This is an optimization exercise on Yosys and OpenROAD, whose aim is small area and a short achievable clock period, not a production implementation. Function was checked by simulation only, so behaviour that the tests miss may differ from the original. The clock port is modelled as an ideal driver; clocking choices that lean on that would not hold on a real chip. Power and IR drop assume default switching activity.

--- design.v ---
`default_nettype none
package cache_pkg;
	typedef logic [64-1:0] cache_line_t;
endpackage
`default_nettype wire
`timescale 1ns/1ps
`default_nettype none
module g_inv (input logic a, output logic y); assign y = ~a; endmodule
module g_nand2 (input logic a, b, output logic y); assign y = ~(a & b); endmodule
module g_nand3 (input logic a, b, c, output logic y); assign y = ~(a & b & c); endmodule
module g_nand4 (input logic a, b, c, d, output logic y); assign y = ~(a & b & c & d); endmodule
module g_nor2 (input logic a, b, output logic y); assign y = ~(a | b); endmodule
module g_nor3 (input logic a, b, c, output logic y); assign y = ~(a | b | c); endmodule
module g_xor2 (input logic a, b, output logic y); assign y = a ^ b; endmodule
module g_o22ai (input logic a1, a2, b1, b2, output logic y); assign y = ~((a1 | a2) & (b1 | b2)); endmodule
module g_a21oi (input logic a1, a2, b1, output logic y); assign y = ~((a1 & a2) | b1); endmodule
module sel_tree
#(
	parameter int N      = 32,
	parameter int LEVELS = 5      
)
(
	input  logic [2*N-1:0] sel_n,
	input  logic [2*N-1:0] d,
	output logic [1:0]     zero_seen
);
	logic [N-1:0] lvl [LEVELS];
	generate
		for (genvar i = 0; i < N; i++)
		begin : g_pair
			g_o22ai u (.a1(sel_n[2*i]), .a2(d[2*i]), .b1(sel_n[2*i+1]), .b2(d[2*i+1]), .y(lvl[0][i]));
		end
		for (genvar l = 1; l < LEVELS; l++)
		begin : g_lvl
			for (genvar i = 0; i < (N >> l); i++)
			begin : g_node
				if (l % 2 == 1)
				begin : g_nor
					g_nor2 u (.a(lvl[l-1][2*i]), .b(lvl[l-1][2*i+1]), .y(lvl[l][i]));
				end
				else
				begin : g_nand
					g_nand2 u (.a(lvl[l-1][2*i]), .b(lvl[l-1][2*i+1]), .y(lvl[l][i]));
				end
			end
			for (genvar i = (N >> l); i < N; i++)
			begin : g_unused
				assign lvl[l][i] = 1'b0;
			end
		end
	endgenerate
	assign zero_seen = lvl[LEVELS-1][1:0];
endmodule
module cache_way
(
	input  logic                                     clk,
	input  logic [32-1:0]                 address,
	input  logic [8-1:0]                 offset_sel_n,
	input  logic                                     valid,
	input  logic                                     valid_r,
	input  logic [8-1:0]                   write_enable,
	input  cache_pkg::cache_line_t                   write_data,
	output logic                                     match_n,
	output logic                                     match_hn,
	output logic                                     match_rn,
	output logic                                     halt_match,
	output logic [8-1:0][1:0]            byte_none
);
	localparam int KEY_W = 22 + 4;
	localparam int NBYTE = 64 / 8;
	logic [3-1:0]  index;
	logic [KEY_W-1:0]           addr_key;
	logic [KEY_W-1:0]           key_q  [8];
	cache_pkg::cache_line_t     line_q [8];
	logic [8-1:0]     set_sel_n;
	logic [KEY_W-1:0]           eq;
	logic [3-1:0]  index_n;
	assign index    = address[3 +: 3];
	assign addr_key = address[6 +: KEY_W];
	generate
		for (genvar s = 0; s < 8; s++)
		begin : g_set
			always_ff @(posedge clk)
			begin
				if (write_enable[s])
				begin
					key_q[s]  <= addr_key;
					line_q[s] <= write_data;
				end
			end
		end
	endgenerate
	logic [8-1:0]     line_sel_n;
	generate
		for (genvar i = 0; i < 3; i++)
		begin : g_index_n
			g_inv u (.a(index[i]), .y(index_n[i]));
		end
		for (genvar s = 0; s < 8; s++)
		begin : g_dec
			g_nand3 u_key
			(
				.a (s[0] ? index[0] : index_n[0]),
				.b (s[1] ? index[1] : index_n[1]),
				.c (s[2] ? index[2] : index_n[2]),
				.y (set_sel_n[s])
			);
			g_nand3 u_line
			(
				.a (s[0] ? index[0] : index_n[0]),
				.b (s[1] ? index[1] : index_n[1]),
				.c (s[2] ? index[2] : index_n[2]),
				.y (line_sel_n[s])
			);
		end
	endgenerate
	generate
		for (genvar b = 0; b < KEY_W; b++)
		begin : g_key
			logic [8-1:0] kb;
			logic [1:0]             zero_seen;
			logic                   key_n;
			for (genvar s = 0; s < 8; s++)
			begin : g_kb
				assign kb[s] = key_q[s][b];
			end
			sel_tree #(.N(8 / 2), .LEVELS(2)) u_sel (.sel_n(set_sel_n), .d(kb), .zero_seen(zero_seen));
			g_nand2 u_key (.a(zero_seen[0]), .b(zero_seen[1]), .y(key_n));
			g_xor2  u_eq  (.a(key_n), .b(addr_key[b]), .y(eq[b]));
		end
	endgenerate
	generate
		logic [8:0] l1;
		logic [2:0] l2;
		for (genvar i = 0; i < 8; i++)
		begin : g_l1
			g_nand3 u (.a(eq[3*i]), .b(eq[3*i+1]), .c(eq[3*i+2]), .y(l1[i]));
		end
		g_nand2 u_l1_last (.a(eq[24]), .b(eq[25]), .y(l1[8]));
		for (genvar i = 0; i < 3; i++)
		begin : g_l2
			g_nor3 u (.a(l1[3*i]), .b(l1[3*i+1]), .c(l1[3*i+2]), .y(l2[i]));
		end
		g_nand4 u_match   (.a(l2[0]), .b(l2[1]), .c(l2[2]), .d(valid),   .y(match_n));
		g_nand4 u_match_h (.a(l2[0]), .b(l2[1]), .c(l2[2]), .d(valid),   .y(match_hn));
		g_nand4 u_match_r (.a(l2[0]), .b(l2[1]), .c(l2[2]), .d(valid_r), .y(match_rn));
	endgenerate
	generate
		logic halt_eq_n;
		logic valid_n;
		g_nand4 u_halt_eq (.a(eq[0]), .b(eq[1]), .c(eq[2]), .d(eq[3]), .y(halt_eq_n));
		g_inv   u_valid_n (.a(valid), .y(valid_n));
		g_nor2  u_halt    (.a(halt_eq_n), .b(valid_n), .y(halt_match));
	endgenerate
	logic [64-1:0] line_n;
	generate
		for (genvar i = 0; i < 64; i++)
		begin : g_line
			logic [8-1:0] lb;
			logic [1:0]             zero_none;
			for (genvar s = 0; s < 8; s++)
			begin : g_lb
				assign lb[s] = line_q[s][i];
			end
			sel_tree #(.N(8 / 2), .LEVELS(2)) u_sel (.sel_n(line_sel_n), .d(lb), .zero_seen(zero_none));
			g_nand2 u_bit (.a(zero_none[0]), .b(zero_none[1]), .y(line_n[i]));
		end
	endgenerate
	generate
		for (genvar b = 0; b < 8; b++)
		begin : g_byte
			logic [NBYTE-1:0] db;
			for (genvar o = 0; o < NBYTE; o++)
			begin : g_o
				assign db[o] = line_n[o*8+b];
			end
			sel_tree #(.N(NBYTE / 2), .LEVELS(2)) u_sel (.sel_n(offset_sel_n), .d(db), .zero_seen(byte_none[b]));
		end
	endgenerate
endmodule
`default_nettype wire
`timescale 1ns/1ps
`default_nettype none
module lru_replace
(
	input  logic                      clk,
	input  logic                      reset,
	input  logic [8-1:0]    set_sel,
	input  logic                      access,
	input  logic                      hit,
	input  logic [8-1:0]    match,
	output logic [8-1:0]    valid,
	output logic [8-1:0]    touched
);
	localparam int PAIRS = 8 * (8 - 1) / 2;
	localparam int STATE = PAIRS + 1;
	logic [STATE-1:0]        state_q [8];
	logic [STATE-1:0]        state;
	logic [STATE-1:0]        state_next;
	logic [STATE-1:0]        state_d;
	logic [PAIRS-1:0]        order;
	logic                    full;
	logic [8-1:0]  victim;
	always_comb
	begin
		state = '0;
		for (int s = 0; s < 8; s++)
		begin
			state = state | ({STATE{set_sel[s]}} & state_q[s]);
		end
	end
	assign order = state[PAIRS-1:0];
	assign full  = state[PAIRS];
	always_comb
	begin
		for (int w = 0; w < 8 - 1; w++)
		begin
			valid[w] = full | order[((w) * 8 - (w) * ((w) + 1) / 2 + (8 - 1) - (w) - 1)];
		end
		valid[8-1] = full;
	end
	always_comb
	begin
		for (int w = 0; w < 8; w++)
		begin
			victim[w] = 1'b1;
			for (int j = 0; j < 8; j++)
			begin
				if (j > w) victim[w] = victim[w] & !order[((w) * 8 - (w) * ((w) + 1) / 2 + (j) - (w) - 1)];
				if (j < w) victim[w] = victim[w] &  order[((j) * 8 - (j) * ((j) + 1) / 2 + (w) - (j) - 1)];
			end
		end
	end
	assign touched = hit ? match : victim;
	always_comb
	begin
		for (int i = 0; i < 8; i++)
		begin
			for (int j = i + 1; j < 8; j++)
			begin
				state_next[((i) * 8 - (i) * ((i) + 1) / 2 + (j) - (i) - 1)] = touched[i] | (order[((i) * 8 - (i) * ((i) + 1) / 2 + (j) - (i) - 1)] & !touched[j]);
			end
		end
		state_next[PAIRS] = full | touched[8-1];
	end
	assign state_d = reset ? '0 : state_next;
	generate
		for (genvar s = 0; s < 8; s++)
		begin : g_set
			always_ff @(posedge clk)
			begin
				if (reset || (access && set_sel[s]))
				begin
					state_q[s] <= state_d;
				end
			end
		end
	endgenerate
endmodule
`default_nettype wire
`timescale 1ns/1ps
`default_nettype none
module hit_select
(
	input  logic [8-1:0]                     match_hn,
	input  logic [8-1:0]                     match_rn,
	input  logic [8-1:0]                     halt_match,
	input  logic [8-1:0][8-1:0][1:0] byte_none,
	input  logic                                       read_signal,
	input  logic                                       write_signal,
	output logic                                       hit,
	output logic                                       read_hit,
	output logic                                       write_hit,
	output logic                                       halt_hit,
	output logic [8-1:0]                   read_data
);
	logic [1:0] hit_half;
	logic       hit_n;
	logic       read_n;
	logic       write_n;
	logic [3:0] halt_pair_n;
	g_nand4 u_hit_lo   (.a(match_hn[0]), .b(match_hn[1]), .c(match_hn[2]), .d(match_hn[3]), .y(hit_half[0]));
	g_nand4 u_hit_hi   (.a(match_hn[4]), .b(match_hn[5]), .c(match_hn[6]), .d(match_hn[7]), .y(hit_half[1]));
	g_nor2  u_hit_n    (.a(hit_half[0]), .b(hit_half[1]), .y(hit_n));
	g_inv   u_hit      (.a(hit_n), .y(hit));
	g_inv   u_read_n   (.a(read_signal), .y(read_n));
	g_inv   u_write_n  (.a(write_signal), .y(write_n));
	g_nor2  u_read_hit (.a(hit_n), .b(read_n), .y(read_hit));
	g_nor2  u_write_hit(.a(hit_n), .b(write_n), .y(write_hit));
	generate
		for (genvar i = 0; i < 4; i++)
		begin : g_halt_pair
			g_nor2 u (.a(halt_match[2*i]), .b(halt_match[2*i+1]), .y(halt_pair_n[i]));
		end
	endgenerate
	g_nand4 u_halt_hit (.a(halt_pair_n[0]), .b(halt_pair_n[1]), .c(halt_pair_n[2]), .d(halt_pair_n[3]), .y(halt_hit));
	generate
		for (genvar b = 0; b < 8; b++)
		begin : g_bit
			logic [8-1:0] way_bit;
			logic [3:0]             pair_n;
			for (genvar w = 0; w < 8; w++)
			begin : g_way
				g_a21oi u (.a1(byte_none[w][b][0]), .a2(byte_none[w][b][1]), .b1(match_rn[w]), .y(way_bit[w]));
			end
			for (genvar i = 0; i < 4; i++)
			begin : g_pair
				g_nor2 u (.a(way_bit[2*i]), .b(way_bit[2*i+1]), .y(pair_n[i]));
			end
			g_nand4 u_or (.a(pair_n[0]), .b(pair_n[1]), .c(pair_n[2]), .d(pair_n[3]), .y(read_data[b]));
		end
	endgenerate
endmodule
`default_nettype wire
`timescale 1ns/1ps
`default_nettype none
module cache_top
(
	input  logic                     clk,
	input  logic                     reset,
	input  logic [32-1:0] address,
	input  logic                     read_signal,
	input  logic                     write_signal,
	input  logic [64-1:0]  write_data,
	output logic                     hit,
	output logic                     read_hit,
	output logic                     write_hit,
	output logic                     halt_hit,
	output logic [8-1:0] read_data
);
	localparam int NBYTE = 64 / 8;
	logic [8-1:0]  way_match;
	logic [8-1:0]  way_match_n;
	logic [8-1:0]  way_valid_r;
	logic [8-1:0]  way_halt_match;
	logic [8-1:0]  way_valid;
	logic [8-1:0]  way_touched;
	logic [8-1:0]  way_match_rn;
	logic [8-1:0]  way_match_hn;
	logic                    hit_int;
	logic [8-1:0][8-1:0][1:0] way_byte_none;
	logic [3-1:0]  index;
	logic [3-1:0] offset;
	logic [8-1:0]     set_sel;
	logic [NBYTE-1:0]           offset_sel_n;
	logic                    access;
	logic                    store;
	assign index  = address[3 +: 3];
	assign offset = address[3-1:0];
	assign access = read_signal || write_signal;
	assign hit_int = !(&way_match_n);
	assign store   = write_signal || (read_signal && !hit_int);
	assign way_match   = ~way_match_n;
	assign way_valid_r = way_valid & {8{read_signal}};
	always_comb
	begin
		for (int s = 0; s < 8; s++)
		begin
			set_sel[s] = (index == s);
		end
	end
	logic [3-1:0] offset_n;
	generate
		for (genvar i = 0; i < 3; i++)
		begin : g_offset_n
			g_inv u (.a(offset[i]), .y(offset_n[i]));
		end
		for (genvar o = 0; o < NBYTE; o++)
		begin : g_offset_sel
			g_nand3 u
			(
				.a (o[0] ? offset[0] : offset_n[0]),
				.b (o[1] ? offset[1] : offset_n[1]),
				.c (o[2] ? offset[2] : offset_n[2]),
				.y (offset_sel_n[o])
			);
		end
	endgenerate
	generate
		for (genvar w = 0; w < 8; w++)
		begin : g_way
			cache_way way_inst
			(
				.clk          (clk),
				.address      (address),
				.offset_sel_n (offset_sel_n),
				.valid        (way_valid[w]),
				.valid_r      (way_valid_r[w]),
				.write_enable ({8{store && way_touched[w]}} & set_sel),
				.write_data   (write_data),
				.match_n      (way_match_n[w]),
				.match_hn     (way_match_hn[w]),
				.match_rn     (way_match_rn[w]),
				.halt_match   (way_halt_match[w]),
				.byte_none    (way_byte_none[w])
			);
		end
	endgenerate
	hit_select hit_select_inst
	(
		.match_hn     (way_match_hn),
		.match_rn     (way_match_rn),
		.halt_match   (way_halt_match),
		.byte_none    (way_byte_none),
		.read_signal  (read_signal),
		.write_signal (write_signal),
		.hit          (hit),
		.read_hit     (read_hit),
		.write_hit    (write_hit),
		.halt_hit     (halt_hit),
		.read_data    (read_data)
	);
	lru_replace lru_replace_inst
	(
		.clk        (clk),
		.reset      (reset),
		.set_sel    (set_sel),
		.access     (access),
		.hit        (hit_int),
		.match      (way_match),
		.valid      (way_valid),
		.touched    (way_touched)
	);
endmodule
`default_nettype wire
--- flow/run.sh ---
#!/bin/bash
# Own layout flow: the standard ORFS flow (standard.sh, with the standard
# synthesis unchanged) with extra ORFS settings for the layout steps:
#  - MATCH_CELL_FOOTPRINT=0 lets the resizer swap a cell for any cell of the
#    same function, not only cells of the same footprint.
#  - POST_CTS_TCL (post_cts.tcl here) upsizes the gates that drive the
#    output buffers and runs one more timing repair after CTS.
#  - BUFFER_PORTS_ARGS places the port buffers as plain buffers; by default
#    they are delay cells (clkdlybuf4s50_1), which the footprint rule then
#    keeps slow on the paths from the inputs and to the outputs.
# Each tool's output goes to its log under orfs/logs; make's own output goes
# to flow_make.log in this folder.
set -euo pipefail
cd "$(dirname "$0")/.."
bash standard.sh MATCH_CELL_FOOTPRINT=0 \
	"BUFFER_PORTS_ARGS=-buffer_cell sky130_fd_sc_hd__buf_6" \
	"POST_CTS_TCL=$PWD/flow/post_cts.tcl" \
	finish > flow_make.log 2>&1
--- flow/post_cts.tcl ---
# Sourced by ORFS at the end of its CTS step (POST_CTS_TCL), before the
# database is written. Timing fixes on top of ORFS's own repair:
#  1. The gates that drive the output ports' buffers sit near the middle of
#     the design and drive a long wire to the buffer at the die's edge; the
#     resizer leaves them at the smallest drive. Upsize each to drive 4 (the
#     same cell function, a larger size), when that size exists.
#  2. On the worst path to each of the 40 worst endpoints, upsize by one step
#     every logic gate whose stage delay is over 0.2 ns.
#  3. One more pass of repair_timing after each, then legalize the placement.

proc post_cts_next_size {ref} {
  if {![regexp {^(.*)_([0-9]+)$} $ref -> base size]} { return "" }
  foreach s {2 4 8 12 16} {
    if {$s > $size && [llength [get_lib_cells -quiet */${base}_$s]] > 0} { return "${base}_$s" }
  }
  return ""
}

set rsz_changed 0
foreach port [get_ports -filter "direction==output"] {
  set net [get_nets [get_full_name $port]]
  set buf [get_cells -of_objects [get_pins -of_objects $net -filter "direction==output"]]
  set in [get_pins -of_objects $buf -filter "direction==input"]
  set drv [get_cells -of_objects [get_pins -of_objects [get_nets -of_objects $in] -filter "direction==output"]]
  set ref [get_property $drv ref_name]
  if {[regexp {^(.*)_([0-9]+)$} $ref -> base size] && $size < 4} {
    set new "${base}_4"
    if {[llength [get_lib_cells -quiet */$new]] > 0} {
      puts "post_cts: [get_full_name $drv] $ref -> $new"
      replace_cell $drv $new
      incr rsz_changed
    }
  }
}
puts "post_cts: upsized $rsz_changed output drivers"
estimate_parasitics -placement
puts "post_cts: worst slack before the extra repair [worst_slack -max]"
repair_timing -setup -setup_margin $::env(SETUP_SLACK_MARGIN) -repair_tns 0 -max_passes 200 -verbose
puts "post_cts: worst slack after the extra repair [worst_slack -max]"

set done [dict create]
foreach p [find_timing_paths -path_delay max -group_path_count 40 -endpoint_path_count 1] {
  set prev_arr ""
  foreach pt [get_property $p points] {
    set pin [get_property $pt pin]
    set arr [get_property $pt arrival]
    if {[get_property $pin direction] eq "output" && ![get_property $pin is_port]} {
      set inst [get_cells -of_objects $pin]
      set name [get_full_name $inst]
      set ref [get_property $inst ref_name]
      if {$prev_arr ne "" && $arr - $prev_arr > 0.2 && ![dict exists $done $name]
          && ![string match *df* $ref] && ![string match *clkbuf* $ref]} {
        set new [post_cts_next_size $ref]
        if {$new ne ""} {
          puts "post_cts: $name $ref -> $new"
          replace_cell $inst $new
          dict set done $name 1
        }
      }
    }
    set prev_arr $arr
  }
}
estimate_parasitics -placement
puts "post_cts: upsized [dict size $done] slow gates, worst slack [worst_slack -max]"
repair_timing -setup -setup_margin $::env(SETUP_SLACK_MARGIN) -repair_tns 0 -max_passes 200 -verbose

detailed_placement
check_placement -verbose
estimate_parasitics -placement
puts "post_cts: worst slack after [worst_slack -max]"
--- standard.sh ---
#!/bin/bash
# synth_recipe.tcl (not shown) runs the flow's synth.tcl, then flattens the netlist and writes it again
# the make line also repeats each setting of config.mk as NAME=value (left out here)
make -C /OpenROAD-flow-scripts/flow DESIGN_CONFIG=/design/flow/config.mk WORK_HOME=/design/flow/orfs CLKGATE_MAP_FILE= SYNTH_SCRIPT=/design/flow/synth_recipe.tcl "${@:-finish}"
--- config.mk ---
export PLATFORM = sky130hd
export DESIGN_NAME = cache_top
export DESIGN_NICKNAME = cache_top
export VERILOG_FILES = /design/flow/design.v
export SDC_FILE = /design/flow/constraint.sdc
export NUM_CORES = 4
export LEC_CHECK = 0
export CAP_MARGIN = 20
export CORE_MARGIN = 2
export CORE_UTILIZATION = 60
export CTS_BUF_LIST = sky130_fd_sc_hd__clkbuf_16
export CTS_CLUSTER_DIAMETER = 70
export CTS_CLUSTER_SIZE = 24
export SETUP_SLACK_MARGIN = 5
export SLEW_MARGIN = 20
export SYNTH_HIERARCHICAL = 1
export TNS_END_PERCENT = 10
--- constraint.sdc ---
create_clock -name core_clock -period 13.0 [get_ports {clk}]
set_input_delay 2.6000 -clock core_clock [delete_from_list [all_inputs] [get_ports {clk}]]
set_output_delay 2.6000 -clock core_clock [all_outputs]
set_load 0.01 [all_outputs]
==> flow_summary_export.csv, run 1 <==
group,metric,value,unit
route,drcViolationCount,0,
timing,hold_violations,0,
global_route,overflow,0,
worst_hold_path,holdPathStages,4,
synthesis,seq_area_frac_synth,83.6,%
worst_setup_path,cp.required,10.40,ns
job,drv_cap,0,
worst_setup_path,worstSetupStartpoint,"address[4]",
synthesis,synth_common_cells,"edfxtp_1, o22ai_1, nor2_1",
worst_setup_path,endpoint_kind,"output pin",
die,rows,219,
die,die_w,603,microns
timing,post-route-min-period,8.52,ns
worst_hold_path,holdCritPathClass,"flip-flop to flip-flop",
global_route,grt_max_degree,91,
synthesis,ys_top_cells_by_area,"edfxtp_1, o22ai_1, nor2_1",
synthesis,syn_inst,12500,
cts,clock_latency,0.99,ns
pwr,p_per_area,140,nW/um^2
die,initial_utilization,60.4,%
synthesis,avgSynthCellArea,17.2,sq um
route,viasPerCell,7.12,
synthesis,yosysTopAreaCellShare,83.6,%
die,dieArea,364000,sq um
synthesis,synth_top_cell_by_area,"edfxtp_1",
route,vias,131000,
place,dp_hpwl,330000,microns
cts,clkTransAtPathRegs,0.09,ns
place,portBuffers,111,
cts,numClockSinks,5992,
die,core,356000,sq um
worst_setup_path,cp_slowest_cell,"a21oi_4",
route,drt-initial-drc-count,22500,
worst_setup_path,path_buf_inv,6,
worst_setup_path,reg2reg_slack,7.25,ns
cells_and_area,layout.nets,13700,
route,first_pass_iters,8,
synthesis,synth_nets,12600,
global_route,antenna_found_initial,43,
worst_setup_path,criticalPathCategory,"input port to output pin",
worst_setup_path,cp_cell_sequence,"buf_16, clkinvlp_4, nand3_4, buf_12, clkbuf_4, o22ai_1, nor2_1, nand2_1, xor2_1, nand3_1, nor3_4, nand4_1, clkbuf_16, a21oi_4, nor2_4, nand4_4, buf_6",
worst_setup_path,worst-endpoint-arrival,5.92,ns
global_route,grt_pass1_vias,123000,
die,ios,112,
synthesis,synthArstFlopShare,0,%
route,ant_nets,0,
route,drt-total-wl,682000,microns
worst_setup_path,cp-start-kind,"input port",
timing,slew_headroom,25.5,%
cells_and_area,fin_util,68.3,%
cts,cts_tree,"yes",
worst_setup_path,endpoint,"read_data[6]",
timing,rsz0062_at_grt,"yes",
synthesis,synth_edf_count,5992,
global_route,grt_pass1_wl,948000,microns
worst_setup_path,worstPathMaxFanout,8,
timing,fin_skew,0.0461,ns
worst_setup_path,r2r_cells,16,
synthesis,syn-cell-area,215000,sq um
die,dieHeight,603,microns
timing,drv_slew,0,
cells_and_area,drive_gt1_share,12.2,%
pwr,leakagePower,76.0,nW
worst_setup_path,max_stage_delay,0.32,ns
synthesis,yosysMostFrequentCell,"edfxtp_1",
global_route,grt_usage,37.2,%
timing,worstMarginPinSlew,1.12,ns
synthesis,ys.flop_type,"edfxtp_1",
cells_and_area,fillers,23500,
pwr,peakVddDrop,0.122,mV
synthesis,synth_cell_types,46,
place,placed_area,227000,sq um
worst_setup_path,worst-path-stages,17,
outcome,status,"complete, no violations",
worst_setup_path,r2r-end,"g_way[4].way_inst.line_q[2][35]",
place,place_congestion,0.871,
cells_and_area,area_growth,13.1,%
worst_setup_path,cp_top_family,"simple AND/OR/NAND/NOR gates",
pwr,p_total,34.1,mW
timing,setup_tns,0,ns
route,routedWlPerCell,37.0,microns
timing,setup_viol,0,
synthesis,synth-seq-cells,5992,
cells_and_area,stdcell_area,243000,sq um
worst_setup_path,reg2reg_from,"g_way[1].way_inst.key_q[6][10]",
synthesis,yosysWarnings,15,
timing,post-route-period-util,65.6,%
place,placed_cells,17600,
cells_and_area,stdcell_count,18400,
timing,max_freq,117,MHz
## modules after synthesis, one instance, submodules excluded, excerpt
module,area [sq um],cells inside,copies in the design,flip-flops and latches
cache_top,907,181,1,0
g_nor2,3.75,1,1615,0
g_a21oi,8.76,1,64,0
g_xor2,8.76,1,208,0
cache_way,21600,720,8,720
g_nand4,6.26,1,43,0
## layout by cell type (no fill, tap or decap), types with 55 or more instances in the layout
master,instances
nor2_4,86
buf_6,179
nor2_2,55
buf_4,323
a22oi_1,116
xor2_1,203
buf_12,158
nor2_1,1540
o22ai_1,3123
nand3_4,188
clkbuf_16,348
edfxtp_1,5992
nand2_1,818
nand3_1,70
## layer usage
metal	GRT usage, %	part of all wire, %	vias up
li1	-	-	53400
met4	15.8	5.0	4
met5	0	0.0045	-
met2	57.1	46	9376
met3	7.29	13	1307
met1	52.8	37	67200
## stage by stage
stage | setup WS (ns) | hold slack (ns)
after global routing | 4.53 | 1.14
after floorplan | 4.34 | 0.907
after global placement | 0.896 | 1.02
final | 4.48 | 1.12
after detailed placement | 1.81 | 1.08
## state kept, by name, indices dropped and copies added (netlist names)
name and count:
lru_replace_inst.state_q 232, g_way.way_inst.key_q 1664, g_way.way_inst.line_q 4096
## power breakdown
group | internal, mW | leakage [nW] | switching (mW) | total, mW
Sequential | 21.4 | 54.2 | 0.0306 | 21.4
Combinational | 0.571 | 17.5 | 1.68 | 2.25
Clock | 4.57 | 4.29 | 5.87 | 10.4
Total | 26.5 | 76.0 | 7.58 | 34.1
## kinds of logic (layout without fill, tap and decap cells)
group / count (synthesis) / count (layout) / synth area share (%)
other: 0 / 16 / 0
AOI/OAI and AO/OA: 3360 / 3360 / 9.94
buffers and inverters: 116 / 1186 / 0.273
and+or+nand+nor: 2842 / 2927 / 5.35
DFF: 5992 / 5992 / 83.6
xor gates and xnor gates: 208 / 208 / 0.846
## worst min-delay path by stage
stage / endpoint / slack, ns / from
floorplan: lru_replace_inst.state_q[0][8] / 0.91 / lru_replace_inst.state_q[1][8]
global placement: lru_replace_inst.state_q[1][0] / 1.02 / lru_replace_inst.state_q[7][0]
detailed placement: lru_replace_inst.state_q[3][7] / 1.08 / lru_replace_inst.state_q[1][7]
global route: lru_replace_inst.state_q[5][7] / 1.14 / lru_replace_inst.state_q[3][7]
finish: lru_replace_inst.state_q[2][8] / 1.12 / lru_replace_inst.state_q[1][8]
## final cells by class
cell class / count / area, sq um / area share (%)
diodes: 16 / 40.0 / 0.0165
multi-input cells: 6495 / 39300 / 16.1
clock inverters: 72 / 643 / 0.264
inverters: 61 / 325 / 0.134
clock buffers: 319 / 7980 / 3.28
flip-flops and latches: 5992 / 180000 / 73.9
well taps: 4751 / 5940 / 2.44
repair buffers: 734 / 9200 / 3.78
## worst min-delay path: cells and delay by family, from the launching register on
kind,cells,cell delay [ns]
DFF,1,0.33
AOI/OAI and AO/OA,2,0.32
and+or+nand+nor,2,0.30
==> run 2, diff against run 1 <==
--- a/design.v
+++ b/design.v
@@ -63,5 +63,5 @@
 	output logic                                     match_n,
 	output logic                                     match_hn,
-	output logic                                     match_rn,
+	output logic [1:0]                               match_rn,
 	output logic                                     halt_match,
 	output logic [8-1:0][1:0]            byte_none
@@ -144,5 +144,6 @@
 		g_nand4 u_match   (.a(l2[0]), .b(l2[1]), .c(l2[2]), .d(valid),   .y(match_n));
 		g_nand4 u_match_h (.a(l2[0]), .b(l2[1]), .c(l2[2]), .d(valid),   .y(match_hn));
-		g_nand4 u_match_r (.a(l2[0]), .b(l2[1]), .c(l2[2]), .d(valid_r), .y(match_rn));
+		g_nand4 u_match_r0 (.a(l2[0]), .b(l2[1]), .c(l2[2]), .d(valid_r), .y(match_rn[0]));
+		g_nand4 u_match_r1 (.a(l2[0]), .b(l2[1]), .c(l2[2]), .d(valid_r), .y(match_rn[1]));
 	endgenerate
 	generate
@@ -264,5 +265,5 @@
 (
 	input  logic [8-1:0]                     match_hn,
-	input  logic [8-1:0]                     match_rn,
+	input  logic [8-1:0][1:0]                match_rn,
 	input  logic [8-1:0]                     halt_match,
 	input  logic [8-1:0][8-1:0][1:0] byte_none,
@@ -302,5 +303,5 @@
 			for (genvar w = 0; w < 8; w++)
 			begin : g_way
-				g_a21oi u (.a1(byte_none[w][b][0]), .a2(byte_none[w][b][1]), .b1(match_rn[w]), .y(way_bit[w]));
+				g_a21oi u (.a1(byte_none[w][b][0]), .a2(byte_none[w][b][1]), .b1(match_rn[w][b / 4]), .y(way_bit[w]));
 			end
 			for (genvar i = 0; i < 4; i++)
@@ -336,5 +337,5 @@
 	logic [8-1:0]  way_valid;
 	logic [8-1:0]  way_touched;
-	logic [8-1:0]  way_match_rn;
+	logic [8-1:0][1:0] way_match_rn;
 	logic [8-1:0]  way_match_hn;
 	logic                    hit_int;
==> flow_summary_export.csv, run 2 <==
group,metric,value,unit
timing,max_freq,117,MHz
cells_and_area,stdcell_area,244000,sq um
worst_setup_path,cp.required,10.40,ns
die,die_w,603,microns
place,dp_hpwl,323000,microns
cells_and_area,area_growth,13.2,%
timing,setup_viol,0,
synthesis,synth_top_cell_by_area,"edfxtp_1",
route,first_pass_iters,8,
timing,setup_ws,4.43,ns
pwr,p_total,34.0,mW
worst_setup_path,worst-endpoint-arrival,5.97,ns
global_route,grt_max_degree,91,
die,dieArea,364000,sq um
worst_setup_path,endpoint_kind,"output pin",
cells_and_area,drive_gt1_share,12.5,%
cells_and_area,final_common_cell,"edfxtp_1",
route,viasPerCell,7.07,
job,drv_cap,0,
timing,post-route-period-util,65.9,%
cells_and_area,reg_top3,"g_way.way_inst.line_q x4096, g_way.way_inst.key_q x1664, lru_replace_inst.state_q x232",
worst_setup_path,worstPathMaxFanout,7,
synthesis,synthArstFlopShare,0,%
cts,clock_latency,1.01,ns
place,placed_area,227000,sq um
worst_setup_path,critPathMostFrequentCell,"buf_12",
global_route,grt_pass1_wl,941000,microns
synthesis,yosysMostFrequentCell,"edfxtp_1",
cts,clkTransAtPathRegs,0.09,ns
timing,worstMarginPinSlew,1.17,ns
timing,setup_tns,0,ns
worst_setup_path,cp_cell_sequence,"clkbuf_16, clkbuf_16, clkinvlp_4, buf_12, buf_12, nand3_2, o22ai_1, nor2_1, nand2_1, xor2_1, nand3_1, nor3_4, nand4_1, buf_6, buf_12, a21oi_4, nor2_4, nand4_4, buf_6",
synthesis,syn_inst,12500,
synthesis,synth-seq-cells,5992,
route,ant_nets,0,
worst_hold_path,hold_end,"lru_replace_inst.state_q[0][13]",
global_route,overflow,0,
synthesis,yosysTopAreaCellShare,83.6,%
route,drt-initial-drc-count,21600,
timing,drv_slew,0,
synthesis,avgSynthCellArea,17.2,sq um
worst_hold_path,min-delay-start,"lru_replace_inst.state_q[1][13]",
worst_setup_path,reg2reg_slack,7.02,ns
global_route,grt_pass1_vias,124000,
synthesis,ys.flop_type,"edfxtp_1",
worst_setup_path,cp_top_family,"simple AND/OR/NAND/NOR gates",
cells_and_area,largest_reg_flops,4096,
pwr,p_per_area,139,nW/um^2
timing,whs,1.12,ns
place,dpl_worst_slack,1.97,ns
die,rows,219,
worst_setup_path,cp-start-kind,"input port",
timing,post-route-min-period,8.57,ns
worst_setup_path,r2r_cells,16,
worst_hold_path,holdCritPathClass,"flip-flop to flip-flop",
cells_and_area,layout.nets,13700,
cts,cts_tree,"yes",
worst_setup_path,criticalPathCategory,"input port to output pin",
worst_setup_path,reg2reg_from,"g_way[7].way_inst.key_q[2][7]",
cts,numClockSinks,5992,
worst_setup_path,max_stage_delay,0.35,ns
outcome,status,"complete, no violations",
worst_setup_path,cp_slowest_cell,"nor3_4",
die,ios,112,
synthesis,synth_cell_types,46,
synthesis,seq_area_frac_synth,83.6,%
route,routedWlPerCell,37.0,microns
synthesis,ys_top_cells_by_area,"edfxtp_1, o22ai_1, nor2_1",
synthesis,synth_nets,12600,
global_route,antenna_found_initial,26,
place,place_congestion,0.845,
die,dieHeight,603,microns
global_route,grt_usage,37.0,%
cells_and_area,layout.cells.most_common_list,"edfxtp_1, o22ai_1, nor2_1, nand2_1, buf_4",
worst_hold_path,holdPathStages,4,
die,core,356000,sq um
worst_setup_path,r2r-end,"g_way[5].way_inst.line_q[0][1]",
cells_and_area,top_register,"g_way.way_inst.line_q",
timing,hold_violations,0,
synthesis,yosysWarnings,15,
worst_setup_path,path_buf_inv,8,
die,initial_utilization,60.4,%
synthesis,synth_common_cells,"edfxtp_1, o22ai_1, nor2_1",
pwr,leakagePower,76.2,nW
timing,slew_headroom,21.7,%
timing,fin_skew,0.0751,ns
synthesis,syn-cell-area,215000,sq um
synthesis,synth_edf_count,5992,
place,portBuffers,111,
route,vias,131000,
pwr,peakVddDrop,0.150,mV
timing,rsz0062_at_grt,"yes",
route,drt-total-wl,683000,microns
route,drcViolationCount,0,
## run 2: cell count changes in the layout (fill, tap and decap cells not counted), moves of 19 or more
| cell | before | now |
|---|---|---|
| nor2_2 | 55 | 36 |
| nand3_4 | 188 | 167 |
| nand3_2 | 25 | 58 |
| buf_4 | 323 | 363 |
| nor2_1 | 1540 | 1559 |
## run 2: cells by family (layout without fill, tap and decap cells)
kind of cell | Yosys count | after routing | share of synthesized area (%)
compound gates | 3360 | 3360 | 9.94
xor+xnor | 208 | 208 | 0.846
buf+inv | 116 | 1231 | 0.273
flops | 5992 | 5992 | 83.6
other cells | 0 | 9 | 0
simple gates | 2850 | 2940 | 5.37
## run 2: final cells by class
cell class                 instances  area, sq um
clock buffer                     311         7780
tap                             4751         5940
antenna                            9         22.5
multi-input combinational       6508        39400
clock inverter                    81          661
inverter                          61          322
timing repair buffer             778         9600
fill                           23200       113000
sequential                      5992       180000
## run 2: layer usage
| layer | vias up | track usage [%] | share of wire [%] |
|---|---|---|---|
| li1 | 53500 | - | - |
| met1 | 66900 | 52.2 | 36 |
| met2 | 9175 | 56.0 | 45 |
| met3 | 1205 | 9.28 | 14 |
| met4 | 4 | 14.9 | 4.7 |
| met5 | - | 0 | 0.0044 |
## run 2: per-module statistics from Yosys (local to each module, per instance), excerpt
| module | flip-flops and latches | cells |
|---|---|---|
| g_nand4 | 0 | 1 |
| cache_top | 0 | 181 |
| g_inv | 0 | 1 |
| cache_way | 720 | 720 |
| g_xor2 | 0 | 1 |
| g_o22ai | 0 | 1 |
| g_nand3 | 0 | 1 |
| g_a21oi | 0 | 1 |
| lru_replace | 232 | 521 |
| g_nor2 | 0 | 1 |
## run 2: worst max-delay path by stage
stage | slack [ns] | endpoint | cells after the start | start
floorplan | 4.34 | g_way[4].way_inst.key_q[0][0] | 20 | address[5]
global placement | 1.35 | read_data[5] | 14 | address[4]
detailed placement | 1.97 | read_data[3] | 13 | address[5]
global route | 4.39 | read_data[5] | 19 | address[4]
finish | 4.43 | read_data[5] | 19 | address[4]
## run 2: worst reg2reg max path, delay by kind of cell (launching register included)
| family | cells | cell delay, ns |
|---|---|---|
| simple gates | 10 | 2.99 |
| buf+inv | 3 | 1.68 |
| flops | 1 | 0.39 |
| compound gates | 2 | 0.39 |
| xor+xnor | 1 | 0.15 |
## run 2: per-stage QoR
step	util [%]	std cells
detailed placement	63.6	17600
global route	68.3	18500
finish	68.4	18500
floorplan	-	12500
global placement	63.5	17600
## run 2: report_power, final
group | switching, mW | internal, mW
Clock | 5.88 | 4.46
Combinational | 1.66 | 0.574
Sequential | 0.0304 | 21.4

## re-timing with driven ports
The results above use ideal ports. As a check the final layouts listed here were re-extracted and re-timed, cells and wires unchanged.
Step 1 assumes that a clkbuf_16 drives the clock port and a buf_2 every other input.
Step 2, shift: input delay + t, output delay - t, t = (earliest + latest rising clock arrival at the registers) / 2. This alone moves slack from input paths to output paths.
Slacks: ideal ports / drivers / drivers and shift; pairs: ideal ports / drivers.
run | t (ns) | setup slack, ns | clock arrival spread, ns | worst register clock-pin slew, ns | cell pins on the clock port's net
run 1 | 1.096 | 4.476 / 3.969 / 3.589 | 0.046 / 0.046 | 0.10 / 0.10 | 1
run 2 | 1.087 | 4.427 / 3.863 / 3.365 | 0.075 / 0.075 | 0.11 / 0.11 | 1
After both steps every run listed still meets setup and hold. For run 2, which loses most, drivers alone change the setup slack by -0.564 ns; drivers and shift together by -1.062 ns.
